What follows belongs to an exercise in optimizing a design on an open flow for a short achievable clock period and few clock cycles per item; a production flow would make more cautious choices. Function was checked by simulation only, so behaviour that the tests miss may differ from the original. Power is estimated from default activity; no workload was simulated.

==> module value_frequency_table_core, before the edit <==
module value_frequency_table_core #(
  parameter int ENTRIES = 16
) (
  input  logic        clk_i,
  input  logic        rst_ni,
  input  logic        in_valid_i,
  output logic        in_ready_o,
  input  logic [36:0] in_data_i,
  output logic        out_valid_o,
  input  logic        out_ready_i,
  output logic [71:0] out_data_o
);
  localparam int N    = ENTRIES;
  localparam int FW   = $clog2(N + 1);
  localparam int CAP  = 5;            
  localparam int CW   = $clog2(CAP + 1);
  logic [N-1:0][31:0] tv_q;       
  logic [N-1:0][31:0] tc_q;       
  logic [N-1:0]       valid_q;    
  logic [N-1:0]       slot_q;     
  logic               full_q;     
  logic [FW-1:0]      fill_q;
  logic        in_ready_q;
  logic         b_vld_q;
  logic         b_op_q;
  logic [31:0]  b_val_q;
  logic [3:0]   b_idx_q;
  logic [N-1:0] hit_q;
  logic         b_new;
  logic         acc;
  logic         i_vld_q;
  logic [36:0]  i_data_q;
  logic [31:0]  a_val;
  logic [N-1:0] hit_d;
  logic         byp_w;
  assign acc   = in_valid_i & in_ready_q;
  assign a_val = i_data_q[35:4];
  always_ff @(posedge clk_i or negedge rst_ni) begin
    if (!rst_ni) begin
      i_vld_q <= 1'b0;
    end else begin
      i_vld_q <= acc;
    end
  end
  always_ff @(posedge clk_i) begin
    i_data_q <= in_data_i;
  end
  always_comb begin
    byp_w = b_new & (b_val_q == a_val);
    for (int k = 0; k < N; k++) begin
      hit_d[k] = i_vld_q & (i_data_q[36] == vft_pkg::OP_COUNT) &
                 ((valid_q[k] & (tv_q[k] == a_val)) | (byp_w & slot_q[k]));
    end
  end
  always_ff @(posedge clk_i or negedge rst_ni) begin
    if (!rst_ni) begin
      b_vld_q <= 1'b0;
      hit_q   <= '0;
    end else begin
      b_vld_q <= i_vld_q;
      hit_q   <= hit_d;
    end
  end
  always_ff @(posedge clk_i) begin
    b_op_q  <= i_data_q[36];
    b_val_q <= a_val;
    b_idx_q <= i_data_q[3:0];
  end
  logic               b_anyhit;
  logic               b_miss;      
  logic [N-1:0][31:0] tc_inc;      
  logic [N-1:0]       sel_d;
  logic               rd_ok;
  logic [2:0]         status_d;
  assign b_anyhit = |hit_q;
  assign b_miss   = (b_op_q == vft_pkg::OP_COUNT) & ~b_anyhit & ~full_q;
  assign b_new    = b_vld_q & b_miss;
  assign rd_ok    = valid_q[b_idx_q];
  always_comb begin
    for (int k = 0; k < N; k++) begin
      tc_inc[k] = (tc_q[k] == vft_pkg::COUNT_MAX) ? tc_q[k] : tc_q[k] + 32'd1;
      sel_d[k]  = hit_q[k] | (b_miss & slot_q[k]) |
                  ((b_op_q == vft_pkg::OP_READ) & valid_q[k] & (b_idx_q == k[3:0]));
    end
    if (b_op_q == vft_pkg::OP_READ) begin
      status_d = rd_ok ? vft_pkg::ST_READ_OK : vft_pkg::ST_UNUSED;
    end else if (b_anyhit) begin
      status_d = vft_pkg::ST_INCREMENTED;
    end else begin
      status_d = full_q ? vft_pkg::ST_FULL : vft_pkg::ST_NEW;
    end
  end
  for (genvar k = 0; k < N; k++) begin : g_entry
    always_ff @(posedge clk_i) begin
      if (slot_q[k]) begin
        tv_q[k] <= b_val_q;
        tc_q[k] <= 32'd1;
      end else if (hit_q[k]) begin
        tc_q[k] <= tc_inc[k];
      end
    end
  end
  always_ff @(posedge clk_i or negedge rst_ni) begin
    if (!rst_ni) begin
      valid_q <= '0;
      slot_q  <= N'(1);
      full_q  <= 1'b0;
      fill_q  <= '0;
    end else if (b_new) begin
      valid_q <= valid_q | slot_q;
      slot_q  <= {slot_q[N-2:0], 1'b0};
      full_q  <= slot_q[N-1];
      fill_q  <= fill_q + FW'(1);
    end
  end
  logic         r_vld_q;
  logic         r_op_q;
  logic [N-1:0] r_sel_q;
  logic [2:0]   r_status_q;
  logic [31:0]  r_val_q;
  logic [31:0]  r_vmux, r_cmux;
  logic [71:0]  res_w;
  always_ff @(posedge clk_i or negedge rst_ni) begin
    if (!rst_ni) begin
      r_vld_q <= 1'b0;
    end else begin
      r_vld_q <= b_vld_q;
    end
  end
  always_ff @(posedge clk_i) begin
    r_op_q     <= b_op_q;
    r_sel_q    <= sel_d;
    r_status_q <= status_d;
    r_val_q    <= b_val_q;
  end
  always_comb begin
    r_vmux = '0;
    r_cmux = '0;
    for (int k = 0; k < N; k++) begin
      r_vmux = r_vmux | ({32{r_sel_q[k]}} & tv_q[k]);
      r_cmux = r_cmux | ({32{r_sel_q[k]}} & tc_q[k]);
    end
  end
  assign res_w = {((r_op_q == vft_pkg::OP_READ) ? r_vmux : r_val_q), r_cmux, r_status_q,
                  5'(fill_q)};
  localparam int QW = $clog2(CAP);
  logic              ov_q;
  logic [71:0]       head_q;
  logic [CAP-1:0][71:0] q_q;
  logic [QW-1:0]     rp_q, wp_q, rp_nx;
  logic [CW-1:0]     qn_q;
  logic              q_any;
  logic              take;
  logic [71:0]       cand_hold, cand_take, cand_rdy;
  assign q_any = (qn_q != '0);
  assign take  = q_any & out_ready_i;
  assign rp_nx = (rp_q == QW'(CAP - 1)) ? '0 : rp_q + QW'(1);
  assign cand_hold = (qn_q == '0)     ? res_w : q_q[rp_q];
  assign cand_take = (qn_q == CW'(1)) ? res_w : q_q[rp_nx];
  assign cand_rdy  = q_any ? cand_take : cand_hold;
  always_ff @(posedge clk_i or negedge rst_ni) begin
    if (!rst_ni) begin
      ov_q <= 1'b0;
      rp_q <= '0;
      wp_q <= '0;
      qn_q <= '0;
    end else begin
      if (take) begin
        ov_q <= (qn_q > CW'(1)) | r_vld_q;
        rp_q <= rp_nx;
      end else begin
        ov_q <= q_any | r_vld_q;
      end
      if (r_vld_q) begin
        wp_q <= (wp_q == QW'(CAP - 1)) ? '0 : wp_q + QW'(1);
      end
      qn_q <= qn_q + CW'(r_vld_q) - CW'(take);
    end
  end
  always_ff @(posedge clk_i) begin
    head_q <= out_ready_i ? cand_rdy : cand_hold;
    for (int s = 0; s < CAP; s++) begin
      if (r_vld_q && (wp_q == QW'(s))) begin
        q_q[s] <= res_w;
      end
    end
  end
  assign out_valid_o = ov_q;
  assign out_data_o  = head_q;
  logic [CW-1:0] cred_q;
  always_ff @(posedge clk_i or negedge rst_ni) begin
    if (!rst_ni) begin
      cred_q <= '0;
    end else begin
      cred_q <= cred_q + CW'(acc) - CW'(take);
    end
  end
  always_ff @(posedge clk_i) begin
    if (acc && !take) begin
      in_ready_q <= (32'(cred_q) + 1 < CAP);
    end else if (!acc && take) begin
      in_ready_q <= 1'b1;
    end else begin
      in_ready_q <= (32'(cred_q) < CAP);
    end
  end
  assign in_ready_o = in_ready_q;
endmodule
export LEC_CHECK = 0
export ABC_CLOCK_PERIOD_IN_PS = 2500
export CAP_MARGIN = 20
export CORE_MARGIN = 2
export CORE_UTILIZATION = 45
export CTS_CLUSTER_DIAMETER = 100
export CTS_CLUSTER_SIZE = 20
export SLEW_MARGIN = 20
create_clock -name core_clock -period 8.0 [get_ports {clk_i}]
standard.sh (not shown) runs the stock make flow with config.mk's settings and CLKGATE_MAP_FILE= SYNTH_SCRIPT=/design/flow/synth_recipe.tcl, a recipe that flattens the netlist after the stock synthesis.
==> flow/flow/run.sh <==
#!/bin/bash
set -euo pipefail
bash standard.sh synth > synth.log 2>&1
bash standard.sh \
  "BUFFER_PORTS_ARGS=-buffer_cell sky130_fd_sc_hd__buf_4" \
  "IO_CONSTRAINTS=$PWD/flow/io.tcl" \
  "SETUP_SLACK_MARGIN=${MARGIN:-5.5}" \
  finish > layout.log 2>&1
test -s out/final.def
==> flow/flow/io.tcl <==
# Result side on the right edge, word side on the left edge.
set_io_pin_constraint -pin_names {out_data_o[*] out_valid_o out_ready_i in_ready_o} -region right:*
set_io_pin_constraint -pin_names {in_data_i[*] in_valid_i} -region left:*
The starting point finished clean.
Testbench counts at the start, summed over its fixed seeds: cycles 13,056, items 12,800.
Next try:
--- a/flow/design.v
+++ b/flow/design.v
@@ -42,11 +42,11 @@
   input  logic        out_ready_i,
   output logic [71:0] out_data_o
 );
   localparam int N    = ENTRIES;
   localparam int FW   = $clog2(N + 1);
-  localparam int CAP  = 5;            
+  localparam int CAP  = 4;            
   localparam int CW   = $clog2(CAP + 1);
   logic [N-1:0][31:0] tv_q;       
   logic [N-1:0][31:0] tc_q;       
   logic [N-1:0]       valid_q;    
   logic [N-1:0]       slot_q;     
@@ -58,47 +58,35 @@
   logic [31:0]  b_val_q;
   logic [3:0]   b_idx_q;
   logic [N-1:0] hit_q;
   logic         b_new;
   logic         acc;
-  logic         i_vld_q;
-  logic [36:0]  i_data_q;
   logic [31:0]  a_val;
   logic [N-1:0] hit_d;
   logic         byp_w;
   assign acc   = in_valid_i & in_ready_q;
-  assign a_val = i_data_q[35:4];
-  always_ff @(posedge clk_i or negedge rst_ni) begin
-    if (!rst_ni) begin
-      i_vld_q <= 1'b0;
-    end else begin
-      i_vld_q <= acc;
-    end
-  end
-  always_ff @(posedge clk_i) begin
-    i_data_q <= in_data_i;
-  end
+  assign a_val = in_data_i[35:4];
   always_comb begin
     byp_w = b_new & (b_val_q == a_val);
     for (int k = 0; k < N; k++) begin
-      hit_d[k] = i_vld_q & (i_data_q[36] == vft_pkg::OP_COUNT) &
+      hit_d[k] = acc & (in_data_i[36] == vft_pkg::OP_COUNT) &
                  ((valid_q[k] & (tv_q[k] == a_val)) | (byp_w & slot_q[k]));
     end
   end
   always_ff @(posedge clk_i or negedge rst_ni) begin
     if (!rst_ni) begin
       b_vld_q <= 1'b0;
       hit_q   <= '0;
     end else begin
-      b_vld_q <= i_vld_q;
+      b_vld_q <= acc;
       hit_q   <= hit_d;
     end
   end
   always_ff @(posedge clk_i) begin
-    b_op_q  <= i_data_q[36];
+    b_op_q  <= in_data_i[36];
     b_val_q <= a_val;
-    b_idx_q <= i_data_q[3:0];
+    b_idx_q <= in_data_i[3:0];
   end
   logic               b_anyhit;
   logic               b_miss;      
   logic [N-1:0][31:0] tc_inc;      
   logic [N-1:0]       sel_d;
Effect: Synthesized area decreases by a few percent. Wire length fell by a few percent. Non-clock buffer count is lower by 42. Sequential share of layout area fell by 0.62 points. Setup slack improves by 0.078 ns. Sequential cell count is lower by 112. Clock skew came out higher by 0.0093 ns. Worst hold slack gains 0.17 ns. Clock power went down by a little under a tenth. Die area fell by a few percent.
Testbench counts after the change, summed over its fixed seeds: cycles 12,992, items 12,800.

separate check: timing with driven ports:
In the flow no input, the clock included, has a driving cell. The finished layouts below were timed again as built, in two steps. Step 1, drivers: a clkbuf_16 drives clk_i and a buf_2 each remaining input, both assumed. Step 2 moves the port delays by t, midway between the first and last clock arrival at a register: inputs arrive t later, outputs are due t later. That takes back most of the time a late clock gives input paths. Slacks: no drivers / after step 1 / after step 2; pairs: no drivers / after step 1.
run	t (ns)	setup WS [ns]	worst hold slack (ns)	worst setup path after step 2
the first run	0.839	5.089 / 5.000 / 4.774	0.329 / 0.329 / 0.329	input to register
the second run	0.821	5.167 / 5.084 / 4.458	0.504 / 0.504 / 0.504	input to register
After both steps setup and hold are still met in every run listed. For the second run, which loses most, drivers alone change the setup slack by -0.083 ns; drivers and shift together by -0.709 ns.
